From an optimization exercise on the open Yosys and OpenROAD flow, aimed at small area, a short achievable clock period and few clock cycles per item; shortcuts taken in it are not production practice. At most, simulation tests tie the RTL to the original design; equivalence was not proved. Function not checked in runs 3 and 4: the RTL went through the layout flow alone. Power is estimated from default activity; no workload was simulated.

--- design/flow/constraint.sdc ---
create_clock -name core_clock -period 3.1 [get_ports {clk}]
set_input_delay 0.6200 -clock core_clock [delete_from_list [all_inputs] [get_ports {clk}]]
set_output_delay 0.6200 -clock core_clock [all_outputs]
set_load 0.01 [all_outputs]
--- design/flow/config.mk ---
export PLATFORM = sky130hd
export DESIGN_NAME = instr_mem_sync
export DESIGN_NICKNAME = instr_mem_sync
export VERILOG_FILES = /design/flow/design.v
export SDC_FILE = /design/flow/constraint.sdc
export NUM_CORES = 4
export LEC_CHECK = 0
export CAP_MARGIN = 20
export CORE_MARGIN = 2
export CORE_UTILIZATION = 65
export CTS_CLUSTER_DIAMETER = 60
export CTS_CLUSTER_SIZE = 24
export PLACE_DENSITY = 0.75
export SETUP_SLACK_MARGIN = 1.35
export SLEW_MARGIN = 20
--- design/flow/run.sh ---
#!/bin/bash
# synth_recipe.tcl (not shown) runs the flow's synth.tcl, then flattens the netlist and writes it again
# the make line also repeats each setting of config.mk as NAME=value (left out here)
make -C /OpenROAD-flow-scripts/flow DESIGN_CONFIG=/design/flow/config.mk WORK_HOME=/design/flow/orfs CLKGATE_MAP_FILE= SYNTH_SCRIPT=/design/flow/synth_recipe.tcl finish
--- design/flow/design.v ---
package imem_pkg;
    localparam logic [31:0] NOP_INSTR = 32'h00000013;
    typedef enum logic {
        INIT,
        READY
    } state_t;
    typedef enum logic [1:0] {
        RD_ZERO,
        RD_RAM,
        RD_DFLT
    } rd_src_t;
    function automatic logic [31:0] word_index(input logic [31:0] addr);
        word_index = addr >> 2;
    endfunction
    function automatic logic addr_ok(input logic [31:0] addr, input logic [31:0] depth);
        addr_ok = (addr[1:0] == 2'b00) && (word_index(addr) < depth);
    endfunction
endpackage
module imem_ram #(
    parameter int DATA_W = 32
) (
    input  logic                clk,
    input  logic [7:0]          ins,      
    input  logic [DATA_W-1:0]   din,
    input  logic [7:0]          rring,    
    input  logic [7:0]          rpos,     
    output logic [DATA_W-1:0]   rdata     
);
    logic [8*DATA_W-1:0] ring_q [8];
    logic [DATA_W-1:0]   ring_rd [8];
    for (genvar r = 0; r < 8; r++) begin : g_ring
        logic [8*DATA_W-1:0] q;
        always_ff @(posedge clk) begin
            q <= {q[7*DATA_W-1:0], ins[r] ? din : q[8*DATA_W-1 -: DATA_W]};
        end
        always_comb begin
            ring_rd[r] = '0;
            for (int p = 0; p < 8; p++) begin
                ring_rd[r] = ring_rd[r] | (q[p*DATA_W +: DATA_W] & {DATA_W{rpos[p]}});
            end
        end
    end
    always_comb begin
        rdata = '0;
        for (int r = 0; r < 8; r++) begin
            rdata = rdata | (ring_rd[r] & {DATA_W{rring[r]}});
        end
    end
endmodule
module instr_mem_sync #(
    parameter int                DATA_W         = 32,
    parameter int                ADDR_W         = 8,
    parameter int                DEPTH          = 64,
    parameter logic [DATA_W-1:0] DEFAULT_INSTR  = DATA_W'(imem_pkg::NOP_INSTR),
    parameter bit                CLEAR_ON_RESET = 1'b1
) (
    input  logic              clk,
    input  logic              rst_n,
    output logic              init_done,
    input  logic              fetch_req,
    input  logic [ADDR_W-1:0] fetch_addr,
    output logic              fetch_ready,
    output logic [DATA_W-1:0] rdata,
    output logic              rvalid,
    output logic              fetch_err,
    input  logic              prog_we,
    input  logic [ADDR_W-1:0] prog_addr,
    input  logic [DATA_W-1:0] prog_wdata,
    output logic              prog_ack
);
    logic       init_q;       
    logic       rdy_q;        
    logic [2:0] off_q;        
    logic [7:0] offoh_q;      
    logic [2:0] wpos_q;       
    logic [7:0] ins_q;        
    logic       ack_q;
    logic       v1_q, e1_q;   
    logic [7:0] rring_q, rpos_q;
    logic       rvalid_q, err_q;
    logic [DATA_W-1:0] rdata_q;
    logic [DATA_W-1:0] ram_rdata, din;
    logic       fetch_acc, fetch_al, prog_al, prog_go, prog_hit;
    logic [7:0] rpos_oh;
    logic [2:0] fetch_i, prog_i;
    assign fetch_acc = fetch_req && rdy_q;
    assign fetch_al  = (fetch_addr[1:0] == 2'b00);
    assign prog_al   = (prog_addr[1:0] == 2'b00);
    assign prog_go   = prog_we && init_q && !ack_q;
    assign fetch_i   = {fetch_addr[3:2], fetch_addr[7]};
    assign prog_i    = {prog_addr[3:2], prog_addr[7]};
    assign prog_hit  = (prog_i == wpos_q);
    always_comb begin
        for (int k = 0; k < 8; k++) begin
            rpos_oh[k] = offoh_q[3'(fetch_i + 3'(k))];
        end
    end
    always_ff @(posedge clk or negedge rst_n) begin
        if (!rst_n) begin
            init_q   <= ~CLEAR_ON_RESET;
            rdy_q    <= ~CLEAR_ON_RESET;
            off_q    <= 3'd0;
            offoh_q  <= 8'b0000_0010;
            wpos_q   <= 3'd2;
            ins_q    <= {8{CLEAR_ON_RESET}};
            ack_q    <= 1'b0;
            v1_q     <= 1'b0;
            e1_q     <= 1'b0;
            rvalid_q <= 1'b0;
            err_q    <= 1'b0;
        end else begin
            off_q    <= off_q + 3'd1;
            offoh_q  <= {offoh_q[6:0], offoh_q[7]};
            wpos_q   <= wpos_q + 3'd1;
            rdy_q    <= init_q;
            if (!init_q) begin
                if (off_q == 3'd7) begin
                    init_q <= 1'b1;
                    ins_q  <= 8'd0;
                end
            end else begin
                for (int r = 0; r < 8; r++) begin
                    ins_q[r] <= prog_go && prog_al && prog_hit && (prog_addr[6:4] == 3'(r));
                end
            end
            ack_q    <= prog_go && (!prog_al || prog_hit);
            v1_q     <= fetch_acc;
            e1_q     <= fetch_acc && !fetch_al;
            rvalid_q <= v1_q;
            err_q    <= e1_q;
        end
    end
    always_ff @(posedge clk) begin
        for (int k = 0; k < 8; k++) begin
            rring_q[k] <= (fetch_addr[6:4] == 3'(k));
            rpos_q[k]  <= fetch_al && rpos_oh[k];
        end
        rdata_q <= ram_rdata | (e1_q ? DEFAULT_INSTR : '0);
    end
    assign din = init_q ? prog_wdata : DEFAULT_INSTR;
    imem_ram #(
        .DATA_W (DATA_W)
    ) u_ram (
        .clk   (clk),
        .ins   (ins_q),
        .din   (din),
        .rring (rring_q),
        .rpos  (rpos_q),
        .rdata (ram_rdata)
    );
    assign init_done   = rdy_q;
    assign fetch_ready = rdy_q;
    assign rdata       = rdata_q;
    assign rvalid      = rvalid_q;
    assign fetch_err   = err_q;
    assign prog_ack    = ack_q;
endmodule
==> metrics.md, run 1 <==
| Metric | Value |
|---|---|
| Total number of vias | 36600 |
| Placeable Area | 88600 um2 |
| Worst Setup Start Kind | flip-flop |
| Crit path cell chain | buf_2 |
| Placer congestion estimate | around 0.80 |
| Buf+Inv Stages, Crit Path | 1 |
| Top delay family on crit path | flip-flops |
| Peak VDD IR | between 0.5 and 0.6 mV |
| Syn. warnings | 3 |
| Vias per cell | 6.62 |
| Arr. time, crit path | roughly 1.3 ns |
| Most common cell after layout, fill and taps aside | dfxtp_1 |
| Area delta synth->final | 12.6% |
| DIE HEIGHT | 303 um |
| Post-DP HPWL | between 70 and 80 mm |
| First-pass DRT Iterations | 9 |
| Routed Antenna Nets | 0 |
| Share of layout cells above drive strength 1 | 0.168 |
| Post-Syn Area | just under 60000 um2 |
| DR WL/cell | 28.1 um |
| Minimum clock period after layout | around 1.9 ns |
| First-pass GRT wire length | 225 mm |
| Largest net degree at the start of global routing | 72 |
| Worst-path maximum fanout | 3 |
| Final-report setup violation count | 0 |
| Post-synth cell types | 37 |
| Clock Skew | 0.0208 ns |
| Design Area, Final | around 66000 um2 |
| Port bufs | slightly below 90 |
| CTS tree | yes |
| DRT iter0 DRCs | about 3700 |
| Worst path required time | approximately 2.5 ns |
| Cells after DPL | 5278 |
| Max Fclk | 521 MHz |
| Status | no timing/DRC/antenna violations |
| Post-Synthesis Cells | about 4300 |
| Clk buf depth | 3 |
| Leak pwr | 24.3 nW |
| Tightest Pin Transition | 0.987 ns |
| Starting density of the core | 0.657 |
| CTS sink cnt | 2125 |
| Later-pin clock latency in the skew report | 0.72 ns |
| RSZ-0062 raised after global routing | yes |
| Cts-stage hold buffer count | 0 |
| Slew headroom | 0.342 |
| CTS Buf Count | 110 |
| Yosys reg bits | 2125 |
| Vias in the first global route | 36200 |
| Power Dens Cells | roughly 680 nW/um2 |
| Pre-CTS setup slack | 0.558 ns |
| # IOs | 89 |
| Finished Layout Cells | 5536 |
| Register area share after synthesis | 0.733 |
| Clock root buffer | clkbuf_16 |
| GRT Overall Usage | 0.322 |
| Die ar. | 92000 um2 |
| Antenna violations before repair | 10 |
| Crit-path slowest cell | dfrtp_1 |
| # fillers | 5613 |
| Final hold vios | 0 |
| WS Path Type | flip-flop to primary output |
| CP Capture Type | primary output |
| Clk slew on worst S/H paths | ~0.1 ns |
| Tcrit/Tclk final | 0.619 |
| Most frequent cells in the layout | dfxtp_1, a22oi_1, nand4_1, mux2_2, clkbuf_16 |
| Rows | around 110 |
| Total wire length | 155 mm |
| Drc violations | 0 |
| Die Wd | 303 um |
| Slack of the critical path | 1.18 ns |
| Post-Route Setup TNS | 0 ns |
| MaxCap Viol Count | 0 |
| Worst hold path class | input pin to async pin |
| Net count reported at finish | ~4400 |
| Final Max Tran Viols | 0 |
| WHS | 0.271 ns |
| CTS H-Tree Depth | 3 |
| Syn nets | roughly 4300 |
| Max stage delay on crit path | 0.43 ns |
| Grt total ovfl | 0 |
| Dpl cell area | 60200 um2 |
| Avg Inst Size Synth | 13.6 um2 |
## report_power, final
| part | total (mW) | internal (mW) | switching [mW] |
|---|---|---|---|
| Clock | 16.6 | 7.79 | 8.81 |
| Combinational | 0.349 | 0.128 | 0.221 |
| Sequential | 27.5 | 27.4 | 0.122 |
## stage by stage
step                total power [mW]  utilization
floorplan                       28.2            -
global placement                28.5        0.679
detailed placement              28.5        0.679
CTS                             44.5        0.729
global route                    45.5        0.740
finish                          44.5        0.740
## worst register-to-register path, cell delays in order, from the launching register on
cell and delay, ns:
dfstp_4 1.02, buf_12 0.32, mux2_2 0.38
## area by class of cell
type | count | area, um2 | share of cell area
Tap cell | 1165 | 1460 | 0.0222
Antenna cell | 4 | 10.0 | 0.000153
Timing Repair Buffer | 235 | 3150 | 0.0480
Inverter | 8 | 32.5 | 0.000496
Clock inverter | 51 | 634 | 0.00967
Multi-Input combinational cell | 1823 | 14500 | 0.221
Sequential cell | 2125 | 42900 | 0.653
Clock buffer | 125 | 2990 | 0.0455
## repair_timing
item | in CTS | in global routing
setup endpoints to repair | 211 | 97
setup buffers | 36 | 35
resized for setup | 248 | 93
pin swaps | 2 | 35
gates cloned | 2 | 5
## cells by family after synthesis
| group | synth area share |
|---|---|
| and+or+nand+nor | 0.0392 |
| adders and majority gates | 0.00107 |
| xor gates and xnor gates | 0.00105 |
| buffers and inverters | 0.0248 |
| muxes | 0.0488 |
| AOI/OAI and AO/OA | 0.152 |
| DFF | 0.733 |
## layer usage
layer / GRT usage / vias up / routed length (um)
met5: 0 / - / 34
met2: 0.516 / 1696 / 71100
li1: - / 16000 / -
met4: 0.126 / 4 / 7150
met1: 0.450 / 18500 / 66000
met3: 0.0396 / 366 / 11200
## state kept, by name, indices dropped and copies added, names as in the netlist
signal          flops
err_q               1
e1_q                1
init_q              1
rdy_q               1
ins_q               8
rdata_q            32
rpos_q              8
off_q               3
rvalid_q            1
ack_q               1
offoh_q             8
v1_q                1
u_ram.g_ring.q   2048
wpos_q              3
rring_q             8
## final timing paths
kind	startpoint	endpoint	slack [ns]	cells past startpoint
worst max-delay path	rdy_q$_DFF_PN0_	fetch_ready	1.18	1
worst min-delay path	rst_n	off_q[2]$_DFF_PN0_	0.27	2
worst max register to register	ins_q[1]$_DFFE_PN1P_	u_ram.g_ring[1].q[2]$_DFF_P_	1.27	2
worst min register to register	u_ram.g_ring[6].q[44]$_DFF_P_	u_ram.g_ring[6].q[76]$_DFF_P_	0.34	0
max in group asynchronous	rst_n	ins_q[3]$_DFFE_PN1P_	2.51	2
min in group core_clock	u_ram.g_ring[6].q[44]$_DFF_P_	u_ram.g_ring[6].q[76]$_DFF_P_	0.34	0
## cells in the mapped netlist (all sizes together)
cell type  number  area [um2]
and3b           2        17.5
dfstp          10         263
dfxtp        2096       42000
a32o            4        40.0
dfrtp          19         475
nand4         288        1800
mux2i           5        50.1
and2           31         194
nand2b          3        18.8
xor2            4        35.0
a21oi          31         155
a22oi        1146        8610
ha              5        62.6
o31ai           4        30.0
nand3           1        5.00
a222oi          3        30.0
nor2           32         120
clkbuf        118         453
or2             1        6.26
nor3b           4        30.0
nor3            2        15.0
or3b            1        11.3
nand3b          1        11.3
mux4            8         180
xnor2           3        26.3
mux2          232        2610
and3            1        6.26
nand2           8        30.0
nor2b           3        18.8
buf           201         963
inv             8        30.0
Testbench counts, summed over its fixed seeds: cycles 13,082, items 12,000.
==> run 2, diff against run 1 <==
--- a/design/flow/config.mk
+++ b/design/flow/config.mk
@@ -12,4 +12,4 @@
 export CTS_CLUSTER_SIZE = 24
 export PLACE_DENSITY = 0.75
-export SETUP_SLACK_MARGIN = 1.35
+export SETUP_SLACK_MARGIN = 1.3
 export SLEW_MARGIN = 20
==> run 2 against run 1 <==
  * Via count down 1.9%
  * Critical path depth unchanged
  * Worst setup slack better by 0.015 ns
  * Routed wire length down 3.8%
  * Non-clock buffer count down 34
  * Sequential power about the same
  * Largest cell class unchanged
  * Highest routed layer unchanged
==> metrics.md, run 2 <==
| Metric | Value |
|---|---|
| Final-report setup violation count | 0 (unchanged) |
| Total number of vias | 35900 (-1.9%) |
| DR WL/cell | 27.2 um (-3.2%) |
| Area delta synth->final | 11.0% |
| Grt total ovfl | 0 (unchanged) |
| Post-synth top area cell | dfxtp_1 |
| Slew headroom | 0.369 (+0.0266) |
| Port bufs | 88 (unchanged) |
| Placeable Area | 88600 um2 (unchanged) |
| CTS Buf Count | 110 (unchanged) |
| Arr. time, crit path | 1.28 ns (-0.02 ns) |
| Syn nets | 4332 (unchanged) |
| Top cells by count, synth | dfxtp_1, a22oi_1, nand4_1 |
| Avg Inst Size Synth | 13.6 um2 (unchanged) |
| Crit path cell chain | buf_2 |
| CTS tree | yes |
| Placer congestion estimate | 0.801 (unchanged) |
| Vias in the first global route | 36100 (-0.27%) |
| WP depth | 1 (unchanged) |
| Buf+Inv Stages, Crit Path | 1 (unchanged) |
| First-pass DRT Iterations | 8 (-1) |
| Leak pwr | 24.0 nW (-1.2%) |
| Max stage delay on crit path | 0.41 ns (-0.02 ns) |
| Post-DP HPWL | 78.3 mm (unchanged) |
| Post-synth cell types | 37 (unchanged) |
| First-pass GRT wire length | 222 mm (-1.1%) |
| Yosys reg bits | 2125 (unchanged) |
| Post-Route Setup TNS | 0 ns (unchanged) |
| R2R cell count | 1 (-1) |
| Clock Skew | 0.0300 ns (+0.00913 ns) |
| Largest net degree at the start of global routing | 72 (unchanged) |
| Max Fclk | 526 MHz (+0.80%) |
| GRT Overall Usage | 0.317 (-0.00462) |
| Net count reported at finish | 4326 (-0.78%) |
| Worst-path maximum fanout | 3 (unchanged) |
| Clk buf depth | 3 (unchanged) |
| DRT iter0 DRCs | 3573 (-2.3%) |
| Clk slew on worst S/H paths | 0.09 ns (about the same) |
| Antenna violations before repair | 9 (-1) |
| Async SR Flop Fraction | 0.0136 (unchanged) |
| Most flop-heavy register | u_ram.g_ring.q |
| Syn. warnings | 3 (unchanged) |
| Starting density of the core | 0.657 (unchanged) |
| Peak VDD IR | 0.531 mV (-0.10%) |
| Tcrit/Tclk final | 0.614 (-0.00492) |
| Post-synth top area share | 0.720 (unchanged) |
| Worst Setup Start Kind | flip-flop |
| Design Area, Final | 64700 um2 (-1.5%) |
| Post-Syn Area | 58300 um2 (unchanged) |
| Most frequent cells in the layout | dfxtp_1, a22oi_1, nand4_1, mux2_2, clkbuf_16 |
| WHS | 0.270 ns (-0.00157 ns) |
| Power Dens Cells | 687 nW/um2 (+1.4%) |
| Largest regs | u_ram.g_ring.q x2048, rdata_q x32 |
| Number of synthesized flops with an enable pin | 0 (unchanged) |
| Post-Synthesis Cells | 4275 (unchanged) |
| Crit-path slowest cell | dfrtp_1 |
| Die ar. | 92000 um2 (unchanged) |
| MaxCap Viol Count | 0 (unchanged) |
| Routed Antenna Nets | 0 (unchanged) |
| Die Wd | 303 um (unchanged) |
| Status | no timing/DRC/antenna violations |
| CTS H-Tree Depth | 3 (unchanged) |
| DIE HEIGHT | 303 um (unchanged) |
| Post-synth top flop | dfxtp_1 |
| RSZ-0062 raised after global routing | yes |
| Worst path required time | 2.48 ns (about the same) |
| Max reg flops | 2048 (unchanged) |
| Dpl cell area | 60200 um2 (unchanged) |
| Tightest Pin Transition | 0.947 ns (-0.0400 ns) |
| Most common cell after layout, fill and taps aside | dfxtp_1 |
| Total wire length | 150 mm (-3.8%) |
| Later-pin clock latency in the skew report | 0.72 ns (about the same) |
| Minimum clock period after layout | 1.90 ns (-0.0152 ns) |
| Area contributors post-synth | dfxtp_1, a22oi_1, mux2_2 |
| # IOs | 89 (unchanged) |
| Share of layout cells above drive strength 1 | 0.147 (-0.0208) |
| WS Path Type | flip-flop to primary output |
| CP Capture Type | primary output |
| Vias per cell | 6.53 (-1.4%) |
| Drc violations | 0 (unchanged) |
| Rows | 109 (unchanged) |
| Final hold vios | 0 (unchanged) |
| CTS sink cnt | 2125 (unchanged) |
| Worst hold path class | input pin to async pin |
| Register area share after synthesis | 0.733 (unchanged) |
| Top delay family on crit path | flip-flops |
| Final Max Tran Viols | 0 (unchanged) |
| Clock root buffer | clkbuf_16 |
| Most frequent cell after synthesis | dfxtp_1 |
[run 2: power breakdown]
group          internal (mW)  leakage, nW  switching [mW]  total [mW]
Combinational          0.127         4.94           0.212       0.340
Clock                   7.79         1.76            8.76        16.6
Sequential              27.4         17.3           0.120        27.5
[run 2: path summary, 6_finish.rpt]
check	startpoint	endpoint	slack (ns)
max in group asynchronous	rst_n	ins_q[3]$_DFFE_PN1P_	2.51
worst min-delay path	rst_n	off_q[0]$_DFF_PN0_	0.27
worst min register to register	u_ram.g_ring[1].q[150]$_DFF_P_	u_ram.g_ring[1].q[182]$_DFF_P_	0.33
worst max register to register	ins_q[6]$_DFFE_PN1P_	u_ram.g_ring[6].q[2]$_DFF_P_	1.27
min in group core_clock	u_ram.g_ring[1].q[150]$_DFF_P_	u_ram.g_ring[1].q[182]$_DFF_P_	0.33
worst max-delay path	rdy_q$_DFF_PN0_	fetch_ready	1.20
[run 2: cell type report]
type                       instances  area (um2)
sequential                      2125       42900
multi-input combinational       1823       14200
antenna                            5        12.5
timing repair buffer             201        2480
tap                             1165        1460
clock buffer                     125        2990
fill                            5803       24000
clock inverter                    51         634
inverter                           8        32.5
[run 2: repair_timing]
item	CTS	global route
cloned	0	2
resized for setup	241	20
pin swaps	1	5
endpoints found under the setup margin	138	60
setup buffers	21	21
hold buffers	0	0
[run 2: kinds of logic (layout without fill, tap and decap cells)]
logic type,Yosys count,count (layout),share of synthesized area
AOI/OAI and AO/OA,1188,1188,0.152
xor gates and xnor gates,7,7,0.00105
adders and majority gates,5,5,0.00107
buffers and inverters,327,385,0.0248
DFF,2125,2125,0.733
muxes,245,245,0.0488
other,0,5,0
and+or+nand+nor,378,378,0.0392
[run 2: stage by stage]
step	utilization	instances	power [mW]	setup slack [ns]
2_1_floorplan	-	4275	28.2	1.26
3_3_place_gp	0.679	5278	28.5	0.551
3_5_place_dp	0.679	5278	28.5	0.558
4_1_cts	0.725	5475	44.5	1.17
5_1_grt	0.729	5501	45.5	1.18
6_report	0.729	5503	44.4	1.20
[run 2: per-layer routing]
layer | global-route usage | wire [um]
met5 | 0 | 9
met4 | 0.116 | 5830
met3 | 0.0369 | 10400
met2 | 0.514 | 68700
met1 | 0.443 | 64700
==> run 3, diff against run 2 <==
--- a/design/flow/design.v
+++ b/design/flow/design.v
@@ -71,4 +71,5 @@
     logic       init_q;       
     logic       rdy_q;        
+    logic       fr_q;         
     logic [2:0] off_q;        
     logic [7:0] offoh_q;      
@@ -78,11 +79,12 @@
     logic       v1_q, e1_q;   
     logic [7:0] rring_q, rpos_q;
-    logic       rvalid_q, err_q;
-    logic [DATA_W-1:0] rdata_q;
+    logic       rvalid_q, err_q;      
+    logic       rvalid2_q, err2_q;    
+    logic [DATA_W-1:0] rdata_q, rdata2_q;
     logic [DATA_W-1:0] ram_rdata, din;
     logic       fetch_acc, fetch_al, prog_al, prog_go, prog_hit;
     logic [7:0] rpos_oh;
     logic [2:0] fetch_i, prog_i;
-    assign fetch_acc = fetch_req && rdy_q;
+    assign fetch_acc = fetch_req && fr_q;
     assign fetch_al  = (fetch_addr[1:0] == 2'b00);
     assign prog_al   = (prog_addr[1:0] == 2'b00);
@@ -100,4 +102,7 @@
             init_q   <= ~CLEAR_ON_RESET;
             rdy_q    <= ~CLEAR_ON_RESET;
+            fr_q     <= ~CLEAR_ON_RESET;
+            rvalid2_q <= 1'b0;
+            err2_q   <= 1'b0;
             off_q    <= 3'd0;
             offoh_q  <= 8'b0000_0010;
@@ -114,4 +119,7 @@
             wpos_q   <= wpos_q + 3'd1;
             rdy_q    <= init_q;
+            fr_q     <= rdy_q;
+            rvalid2_q <= rvalid_q;
+            err2_q   <= err_q;
             if (!init_q) begin
                 if (off_q == 3'd7) begin
@@ -137,4 +145,5 @@
         end
         rdata_q <= ram_rdata | (e1_q ? DEFAULT_INSTR : '0);
+        rdata2_q <= rdata_q;
     end
     assign din = init_q ? prog_wdata : DEFAULT_INSTR;
@@ -150,8 +159,8 @@
     );
     assign init_done   = rdy_q;
-    assign fetch_ready = rdy_q;
-    assign rdata       = rdata_q;
-    assign rvalid      = rvalid_q;
-    assign fetch_err   = err_q;
+    assign fetch_ready = fr_q;
+    assign rdata       = rdata2_q;
+    assign rvalid      = rvalid2_q;
+    assign fetch_err   = err2_q;
     assign prog_ack    = ack_q;
 endmodule
==> run 3 against run 2 <==
  * Still clean
  * Area after synthesis rose by 1.2%
  * Sequential share of layout area fell by 0.31 points
  * Via count is 1.4% higher
  * Clock power rose by 2%
  * Synthesized cell count grew 0.80%
  * Register-to-register slack got worse by 0.09 ns
  * Power up 2.1%
  * Cell count increased by 1.5%
  * Final area up 2.1%
  * Critical path depth grew 1
  * Clock skew rose by 0.0043 ns
  * Routed wire length grew 2.9%
  * Highest routed layer unchanged
==> metrics.md, run 3 <==
| Metric | Value |
|---|---|
| Syn. warnings | 3 (unchanged) |
| Clk slew on worst S/H paths | 0.10 ns (about the same) |
| Share of layout cells above drive strength 1 | 0.161 (+0.0139) |
| Top cells by count, synth | dfxtp_1, a22oi_1, nand4_1 |
| Post-Synthesis Cells | 4309 (+0.80%) |
| Final-report setup violation count | 0 (unchanged) |
| Placer congestion estimate | 0.786 (-1.8%) |
| Worst hold path class | input pin to async pin |
| Most flop-heavy register | u_ram.g_ring.q |
| Final hold vios | 0 (unchanged) |
| Total number of vias | 36400 (+1.4%) |
| Leak pwr | 24.5 nW (+2.1%) |
| Status | no timing/DRC/antenna violations |
| First-pass DRT Iterations | 6 (-2) |
| CTS Buf Count | 112 (+1.8%) |
| MaxCap Viol Count | 0 (unchanged) |
| Max Fclk | 521 MHz (-0.92%) |
| Yosys reg bits | 2160 (+1.6%) |
| Tightest Pin Transition | 0.950 ns (+0.00350 ns) |
| Peak VDD IR | 0.561 mV (+5.6%) |
| WS Path Type | flip-flop to flip-flop |
| Avg Inst Size Synth | 13.7 um2 (+0.43%) |
| Area delta synth->final | 11.9% |
| Number of synthesized flops with an enable pin | 0 (unchanged) |
| CTS sink cnt | 2160 (+1.6%) |
| Post-DP HPWL | 76.4 mm (-2.4%) |
| Arr. time, crit path | 2.53 ns (+1.25 ns) |
| Grt total ovfl | 0 (unchanged) |
| Post-synth top flop | dfxtp_1 |
| Routed Antenna Nets | 0 (unchanged) |
| # IOs | 89 (unchanged) |
| Largest net degree at the start of global routing | 80 (+11%) |
| Drc violations | 0 (unchanged) |
| Slew headroom | 0.367 (-0.00233) |
| Tcrit/Tclk final | 0.619 (+0.00572) |
| Clock Skew | 0.0342 ns (+0.00427 ns) |
| Vias in the first global route | 36400 (+0.62%) |
| Worst-path maximum fanout | 19 (+16) |
| Largest regs | u_ram.g_ring.q x2048, rdata2_q x32, rdata_q x32 |
| Antenna violations before repair | 12 (+3) |
| RSZ-0062 raised after global routing | yes |
| Clk buf depth | 3 (unchanged) |
| Register area share after synthesis | 0.736 (+0.00324) |
| DIE HEIGHT | 305 um (+0.60%) |
| CP Capture Type | flip-flop |
| WHS | 0.287 ns (+0.0178 ns) |
| Slack of the critical path | 1.18 ns (-0.0177 ns) |
| Post-synth cell types | 35 (-5.4%) |
| Later-pin clock latency in the skew report | 0.73 ns (about the same) |
| Final Max Tran Viols | 0 (unchanged) |
| Die ar. | 93200 um2 (+1.2%) |
| Most frequent cells in the layout | dfxtp_1, a22oi_1, nand4_1, mux2_2, clkbuf_16 |
| Most frequent cell after synthesis | dfxtp_1 |
| Rows | 110 (+0.92%) |
| Syn nets | 4366 (+0.78%) |
| Total wire length | 154 mm (+2.9%) |
| Minimum clock period after layout | 1.92 ns (+0.0177 ns) |
| Clock root buffer | clkbuf_16 |
| Post-Route Setup TNS | 0 ns (unchanged) |
| Placeable Area | 90000 um2 (+1.5%) |
| Pre-CTS setup slack | 0.534 ns (-0.0246 ns) |
| GRT Overall Usage | 0.310 (-0.00689) |
| Max reg flops | 2048 (unchanged) |
| Final Util | 0.733 (+0.00378) |
| Most common cell after layout, fill and taps aside | dfxtp_1 |
| Async SR Flop Fraction | 0.0148 (+0.00117) |
| CTS H-Tree Depth | 3 (unchanged) |
| Tot Pwr | 45.3 mW (+2.1%) |
| DRT iter0 DRCs | 4049 (+13%) |
| Starting density of the core | 0.655 (-0.00201) |
| Net count reported at finish | 4387 (+1.4%) |
| Power Dens Cells | 687 nW/um2 (about the same) |
| # fillers | 5836 (+0.57%) |
| Die Wd | 305 um (+0.60%) |
| Post-synth top area share | 0.722 (+0.00212) |
| Flop2flop setup slack | 1.18 ns (-0.09 ns) |
| CTS tree | yes |
| Worst Setup Start Kind | flip-flop |
| Area contributors post-synth | dfxtp_1, a22oi_1, mux2_2 |
| Port bufs | 88 (unchanged) |
| Vias per cell | 6.52 (-0.14%) |
| Post-Syn Area | 59000 um2 (+1.2%) |
| Post-synth top area cell | dfxtp_1 |
| DR WL/cell | 27.6 um (+1.4%) |
| First-pass GRT wire length | 222 mm (+0.12%) |
| Worst path required time | 3.71 ns (+1.23 ns) |
## run 3: per-stage QoR
stage	cell area, um2	instances
2_1_floorplan	59000	4309
3_5_place_dp	60900	5324
3_3_place_gp	60900	5324
6_report	66000	5586
5_1_grt	66000	5586
4_1_cts	65100	5546
## run 3: worst paths after layout
path	end	depth (start not counted)	from
min in group core_clock	u_ram.g_ring[7].q[83]$_DFF_P_	0	u_ram.g_ring[7].q[51]$_DFF_P_
max in group asynchronous	ins_q[2]$_DFFE_PN1P_	2	rst_n
hold reg to reg	u_ram.g_ring[7].q[83]$_DFF_P_	0	u_ram.g_ring[7].q[51]$_DFF_P_
setup reg to reg	u_ram.g_ring[5].q[28]$_DFF_P_	2	ins_q[5]$_DFFE_PN1P_
hold / removal	wpos_q[0]$_DFF_PN0_	2	rst_n
setup / recovery	u_ram.g_ring[5].q[28]$_DFF_P_	2	ins_q[5]$_DFFE_PN1P_
## run 3: report_power, final
part	leakage, nW	total (mW)	switching (mW)	internal (mW)
clock network	1.81	17.0	8.96	8.03
registers	17.6	28.0	0.121	27.8
logic	5.09	0.355	0.229	0.126
total	24.5	45.3	9.31	36.0
## run 3: cell type report
| cell class | count | area (um2) | share of cell area |
|---|---|---|---|
| Sequential cell | 2160 | 43500 | 0.660 |
| Multi-Input combinational cell | 1823 | 14400 | 0.219 |
| Clock buffer | 140 | 3150 | 0.0478 |
| Timing Repair Buffer | 225 | 2750 | 0.0416 |
| Tap cell | 1176 | 1470 | 0.0223 |
| Clock inverter | 45 | 584 | 0.00885 |
| Inverter | 8 | 32.5 | 0.000493 |
| Antenna cell | 9 | 22.5 | 0.000341 |
## run 3: cell families (layout without fill, tap and decap cells)
kind of cell	after synthesis	after routing	synth area share
buffers and inverters	326	418	0.0246
XOR/XNOR	7	7	0.00104
flip-flops	2160	2160	0.736
AND/OR/NAND/NOR	378	378	0.0388
other	0	9	0
AO/OA/AOI/OAI	1188	1188	0.150
adder cells (fa/ha/maj)	5	5	0.00106
multiplexers	245	245	0.0482
## run 3: metal layers
metal | wire (um) | vias to the layer above | GRT usage
li1 | - | 16100 | -
met1 | 65800 | 18300 | 0.435
met2 | 70200 | 1669 | 0.489
met3 | 11300 | 310 | 0.0384
met4 | 6700 | 2 | 0.135
met5 | 12 | - | 0
## run 3: what timing repair did
action	in CTS	in global routing
endpoints found under the setup margin	122	94
cloned	0	2
hold buffers	0	0
pin swaps	4	22
gates resized for setup	197	81
buffers inserted	37	29
## run 3: critical path: stages, from the launching register on
cell and delay, ns:
dfstp_4 1.07, buf_12 0.33, mux2_2 0.39
==> run 4, diff against run 3 <==
--- a/design/flow/design.v
+++ b/design/flow/design.v
@@ -23,6 +23,7 @@
     input  logic [7:0]          ins,      
     input  logic [DATA_W-1:0]   din,
-    input  logic [7:0]          rring,    
-    input  logic [7:0]          rpos,     
+    input  logic [31:0]         rpos,     
+    input  logic                rodd,     
+    input  logic                reven,    
     output logic [DATA_W-1:0]   rdata     
 );
@@ -37,5 +38,5 @@
             ring_rd[r] = '0;
             for (int p = 0; p < 8; p++) begin
-                ring_rd[r] = ring_rd[r] | (q[p*DATA_W +: DATA_W] & {DATA_W{rpos[p]}});
+                ring_rd[r] = ring_rd[r] | (q[p*DATA_W +: DATA_W] & {DATA_W{rpos[8*(r/2)+p]}});
             end
         end
@@ -44,5 +45,5 @@
         rdata = '0;
         for (int r = 0; r < 8; r++) begin
-            rdata = rdata | (ring_rd[r] & {DATA_W{rring[r]}});
+            rdata = rdata | (ring_rd[r] & {DATA_W{(r % 2 == 1) ? rodd : reven}});
         end
     end
@@ -70,6 +71,6 @@
 );
     logic       init_q;       
+    logic       clr_q;        
     logic       rdy_q;        
-    logic       fr_q;         
     logic [2:0] off_q;        
     logic [7:0] offoh_q;      
@@ -78,13 +79,13 @@
     logic       ack_q;
     logic       v1_q, e1_q;   
-    logic [7:0] rring_q, rpos_q;
-    logic       rvalid_q, err_q;      
-    logic       rvalid2_q, err2_q;    
-    logic [DATA_W-1:0] rdata_q, rdata2_q;
+    logic [31:0] rpos_q;
+    logic       rodd_q, reven_q;
+    logic       rvalid_q, err_q;
+    logic [DATA_W-1:0] rdata_q;
     logic [DATA_W-1:0] ram_rdata, din;
     logic       fetch_acc, fetch_al, prog_al, prog_go, prog_hit;
     logic [7:0] rpos_oh;
     logic [2:0] fetch_i, prog_i;
-    assign fetch_acc = fetch_req && fr_q;
+    assign fetch_acc = fetch_req && rdy_q;
     assign fetch_al  = (fetch_addr[1:0] == 2'b00);
     assign prog_al   = (prog_addr[1:0] == 2'b00);
@@ -101,8 +102,6 @@
         if (!rst_n) begin
             init_q   <= ~CLEAR_ON_RESET;
+            clr_q    <= CLEAR_ON_RESET;
             rdy_q    <= ~CLEAR_ON_RESET;
-            fr_q     <= ~CLEAR_ON_RESET;
-            rvalid2_q <= 1'b0;
-            err2_q   <= 1'b0;
             off_q    <= 3'd0;
             offoh_q  <= 8'b0000_0010;
@@ -119,10 +118,8 @@
             wpos_q   <= wpos_q + 3'd1;
             rdy_q    <= init_q;
-            fr_q     <= rdy_q;
-            rvalid2_q <= rvalid_q;
-            err2_q   <= err_q;
-            if (!init_q) begin
+            if (clr_q) begin
                 if (off_q == 3'd7) begin
                     init_q <= 1'b1;
+                    clr_q  <= 1'b0;
                     ins_q  <= 8'd0;
                 end
@@ -140,12 +137,12 @@
     end
     always_ff @(posedge clk) begin
-        for (int k = 0; k < 8; k++) begin
-            rring_q[k] <= (fetch_addr[6:4] == 3'(k));
-            rpos_q[k]  <= fetch_al && rpos_oh[k];
+        for (int k = 0; k < 32; k++) begin
+            rpos_q[k] <= fetch_al && (fetch_addr[6:5] == 2'(k / 8)) && rpos_oh[k % 8];
         end
+        rodd_q  <= fetch_addr[4];
+        reven_q <= !fetch_addr[4];
         rdata_q <= ram_rdata | (e1_q ? DEFAULT_INSTR : '0);
-        rdata2_q <= rdata_q;
     end
-    assign din = init_q ? prog_wdata : DEFAULT_INSTR;
+    assign din = clr_q ? DEFAULT_INSTR : prog_wdata;
     imem_ram #(
         .DATA_W (DATA_W)
@@ -154,13 +151,14 @@
         .ins   (ins_q),
         .din   (din),
-        .rring (rring_q),
         .rpos  (rpos_q),
+        .rodd  (rodd_q),
+        .reven (reven_q),
         .rdata (ram_rdata)
     );
-    assign init_done   = rdy_q;
-    assign fetch_ready = fr_q;
-    assign rdata       = rdata2_q;
-    assign rvalid      = rvalid2_q;
-    assign fetch_err   = err2_q;
+    assign init_done   = init_q;
+    assign fetch_ready = rdy_q;
+    assign rdata       = rdata_q;
+    assign rvalid      = rvalid_q;
+    assign fetch_err   = err_q;
     assign prog_ack    = ack_q;
 endmodule
--- a/design/flow/config.mk
+++ b/design/flow/config.mk
@@ -12,4 +12,4 @@
 export CTS_CLUSTER_SIZE = 24
 export PLACE_DENSITY = 0.75
-export SETUP_SLACK_MARGIN = 1.3
+export SETUP_SLACK_MARGIN = 1.25
 export SLEW_MARGIN = 20
==> run 4 against run 3 <==
  * Critical endpoint is now rdata_q[0]$_DFF_P_
  * Area after synthesis is 1.2% lower
  * Sequential power about the same
  * Sequential share of layout area decreased by 1.5 points
  * Largest cell class unchanged
  * Via count increased by 12%
  * First-iteration DRC count up 74%
==> metrics.md, run 4 <==
| Metric | Value |
|---|---|
| First-pass DRT Iterations | 12 (+6) |
| Dpl cell area | 60500 um2 (-0.70%) |
| Total number of vias | 40800 (+12%) |
| Clock Skew | 0.0319 ns (-0.00229 ns) |
| Final hold vios | 0 (unchanged) |
| Highest metal used | met5 |
| Syn. warnings | 3 (unchanged) |
| Met2 Routed Length | 88.5 mm (+26%) |
| Slack of the critical path | 0.929 ns (-0.250 ns) |
| Slew headroom | 0.207 (-0.159) |
| Area contributors post-synth | dfxtp_1, a22oi_1, mux2_2 |
| Placer congestion estimate | 0.866 (+10%) |
| Finished Layout Cells | 5653 (+1.2%) |
| Leak pwr | 25.9 nW (+6.0%) |
| Top cells by count, synth | dfxtp_1, a22oi_1, mux2_2 |
| Most common cell after layout, fill and taps aside | dfxtp_1 |
| Detailed-routing wirelength on met1 | 76.0 mm (+15%) |
| Minimum clock period after layout | 2.17 ns (+0.250 ns) |
| # IOs | 89 (unchanged) |
| Status | no timing/DRC/antenna violations |
| Area delta synth->final | 15.3% |
| Worst Setup Start Kind | flip-flop |
| Die ar. | 92000 um2 (-1.2%) |
| DIE HEIGHT | 303 um (-0.61%) |
| Final-report setup violation count | 0 (unchanged) |
| Port bufs | 88 (unchanged) |
| Starting density of the core | 0.657 (+0.00182) |
| DR WL met3 | 31.4 mm (+180%) |
| RSZ-0062 raised after global routing | yes |
| Later-pin clock latency in the skew report | 0.73 ns (about the same) |
| Final Max Tran Viols | 0 (unchanged) |
| Placeable Area | 88600 um2 (-1.5%) |
| Arr. time, crit path | 2.77 ns (+0.24 ns) |
| Yosys reg bits | 2144 (-0.74%) |
| Number of synthesized flops with an enable pin | 0 (unchanged) |
| CTS Buf Count | 110 (-1.8%) |
| Most frequent cell after synthesis | dfxtp_1 |
| Post-Route Setup TNS | 0 ns (unchanged) |
| Post-Synthesis Cells | 4195 (-2.6%) |
| Syn nets | 4252 (-2.6%) |
| Clk slew on worst S/H paths | 0.10 ns (about the same) |
| Most frequent cells in the layout | dfxtp_1, a22oi_1, mux2_2, nand4_1, buf_4 |
| Tcrit/Tclk final | 0.700 (+0.0807) |
| Post-synth top flop | dfxtp_1 |
| GRT Overall Usage | 0.434 (+0.123) |
| Vias in the first global route | 38800 (+6.7%) |
| Avg Inst Size Synth | 13.9 um2 (+1.4%) |
| Die Wd | 303 um (-0.61%) |
| Register area share after synthesis | 0.740 (+0.00360) |
| Most flop-heavy register | u_ram.g_ring.q |
| Max Fclk | 461 MHz (-12%) |
| Cells after DPL | 5281 (-0.81%) |
| Rows | 109 (-0.91%) |
| Routed Antenna Nets | 0 (unchanged) |
| CTS H-Tree Depth | 3 (unchanged) |
| Total wire length | 211 mm (+37%) |
| Post-synth top area cell | dfxtp_1 |
| Largest net degree at the start of global routing | 37 (-54%) |
| Worst path required time | 3.69 ns (-0.02 ns) |
| Antenna violations before repair | 13 (+1) |
| Worst hold path class | input pin to async pin |
| WS Path Type | flip-flop to flip-flop |
| Post-DP HPWL | 94.7 mm (+24%) |
| Async SR Flop Fraction | 0.0140 (-0.000822) |
| Vias per cell | 7.21 (+11%) |
| Post-Syn Area | 58200 um2 (-1.2%) |
| MaxCap Viol Count | 0 (unchanged) |
| Post-synth cell types | 34 (-2.9%) |
| Clock root buffer | clkbuf_16 |
| CP Capture Type | flip-flop |
| Drc violations | 0 (unchanged) |
| Clk buf depth | 3 (unchanged) |
| CTS tree | yes |
| Grt total ovfl | 0 (unchanged) |
| Power Dens Cells | 665 nW/um2 (-3.2%) |
| Worst-path maximum fanout | 13 (-6) |
| DRT iter0 DRCs | 7056 (+74%) |
| Tightest Pin Transition | 1.19 ns (+0.239 ns) |
| Pre-CTS setup slack | 0.608 ns (+0.0749 ns) |
| DR WL/cell | 37.4 um (+36%) |
| Net count reported at finish | 4468 (+1.8%) |
| Share of layout cells above drive strength 1 | 0.200 (+0.0383) |
| Largest regs | u_ram.g_ring.q x2048, rdata_q x32, rpos_q x32 |
| Max reg flops | 2048 (unchanged) |
| First-pass GRT wire length | 281 mm (+26%) |
| CTS sink cnt | 2144 (-0.74%) |
| Post-synth top area share | 0.727 (+0.00427) |
| Peak VDD IR | 0.594 mV (+5.9%) |
| Design Area, Final | 67100 um2 (+1.8%) |
run 4: layout make-up:
class | count | area (um2)
diodes | 10 | 25.0
clock buffers | 129 | 2970
clock inverters | 50 | 593
fillers | 5402 | 21500
inverters | 7 | 28.8
multi-input cells | 1774 | 14400
flip-flops and latches | 2144 | 43300
well taps | 1165 | 1460
repair buffers | 374 | 4370
run 4: metrics by stage:
step | hold slack (ns) | power, mW | util
after CTS | 0.262 | 44.4 | 0.740
after detailed placement | 0.336 | 28.5 | 0.682
final | 0.261 | 44.6 | 0.757
after floorplan | 0.324 | 28.4 | -
after global routing | 0.305 | 45.5 | 0.757
after global placement | 0.332 | 28.5 | 0.682
run 4: path summary, 6_finish.rpt:
path	startpoint	end	slack, ns	cells past startpoint
setup / recovery	rpos_q[1]$_DFF_P_	rdata_q[0]$_DFF_P_	0.93	6
hold / removal	rst_n	init_q$_DFFE_PN0P_	0.26	2
setup reg to reg	rpos_q[1]$_DFF_P_	rdata_q[0]$_DFF_P_	0.93	6
hold reg to reg	u_ram.g_ring[6].q[196]$_DFF_P_	u_ram.g_ring[6].q[228]$_DFF_P_	0.34	0
max in group asynchronous	rst_n	offoh_q[1]$_DFF_PN1_	2.53	2
min in group core_clock	u_ram.g_ring[6].q[196]$_DFF_P_	u_ram.g_ring[6].q[228]$_DFF_P_	0.34	0
run 4: layer usage:
layer | vias up | GRT usage
li1 | 16100 | -
met1 | 20000 | 0.580
met2 | 3781 | 0.630
met3 | 899 | 0.126
met4 | 16 | 0.256
met5 | - | 0
run 4: timing repair:
item / CTS / global route
setup endpoints to repair: 69 / 52
setup buffers: 101 / 79
hold buffers: 0 / 0
resized for setup: 199 / 88
pin swaps: 0 / 41
cloned: 0 / 3
hold endpoints to repair: 0 / 0
run 4: where the power goes:
part	internal, mW	switching (mW)
Sequential	27.6	0.0748
Combinational	0.108	0.153
Clock	7.65	9.07
run 4: critical path, cell delays in order, from the launching register on:
cell      delay, ns
dfxtp_4        0.49
buf_12         0.26
a22o_1         0.25
a221oi_1       0.32
nand4_1        0.18
o31ai_1        0.38
nand3b_1       0.14
run 4: cells by family (layout without fill, tap and decap cells):
group                    Yosys count  count (layout)  share of synthesized area
AO/OA/AOI/OAI                   1122            1122                      0.150
adder cells (fa/ha/maj)            5               5                    0.00107
buffers and inverters            277             560                     0.0217
XOR/XNOR                           7               7                    0.00105
AND/OR/NAND/NOR                  392             392                     0.0370
other                              0              10                          0
flip-flops                      2144            2144                      0.740
multiplexers                     248             248                     0.0493

## re-timing with driven ports
The flow's constraints put no driver on any port. The routed layouts listed below were extracted and timed again, unchanged, in two steps.
Step 1, drivers: a clkbuf_16 drives clk and a buf_2 each remaining input, both assumed.
Step 2 also shifts input and output timing later by t, the mid clock arrival at the registers, as if the neighbouring blocks saw the same clock.
Slacks: ideal ports / drivers / drivers and shift; pairs: ideal ports / drivers.
run	t, ns	slack for setup (ns)	worst setup path after step 2	worst data-port slew with drivers (ns)
run 1	0.780	1.182 / 1.109 / 0.729	input to register	0.18
run 2	0.782	1.197 / 1.127 / 0.706	input to register	0.19
run 3	0.782	1.180 / 1.147 / 0.769	input to register	0.18
run 4	0.792	0.929 / 0.929 / 0.291	input to register	0.10
After both steps setup and hold are still met in every run listed. For run 4, which loses most, drivers alone change the setup slack by 0.000 ns; drivers and shift together by -0.638 ns.
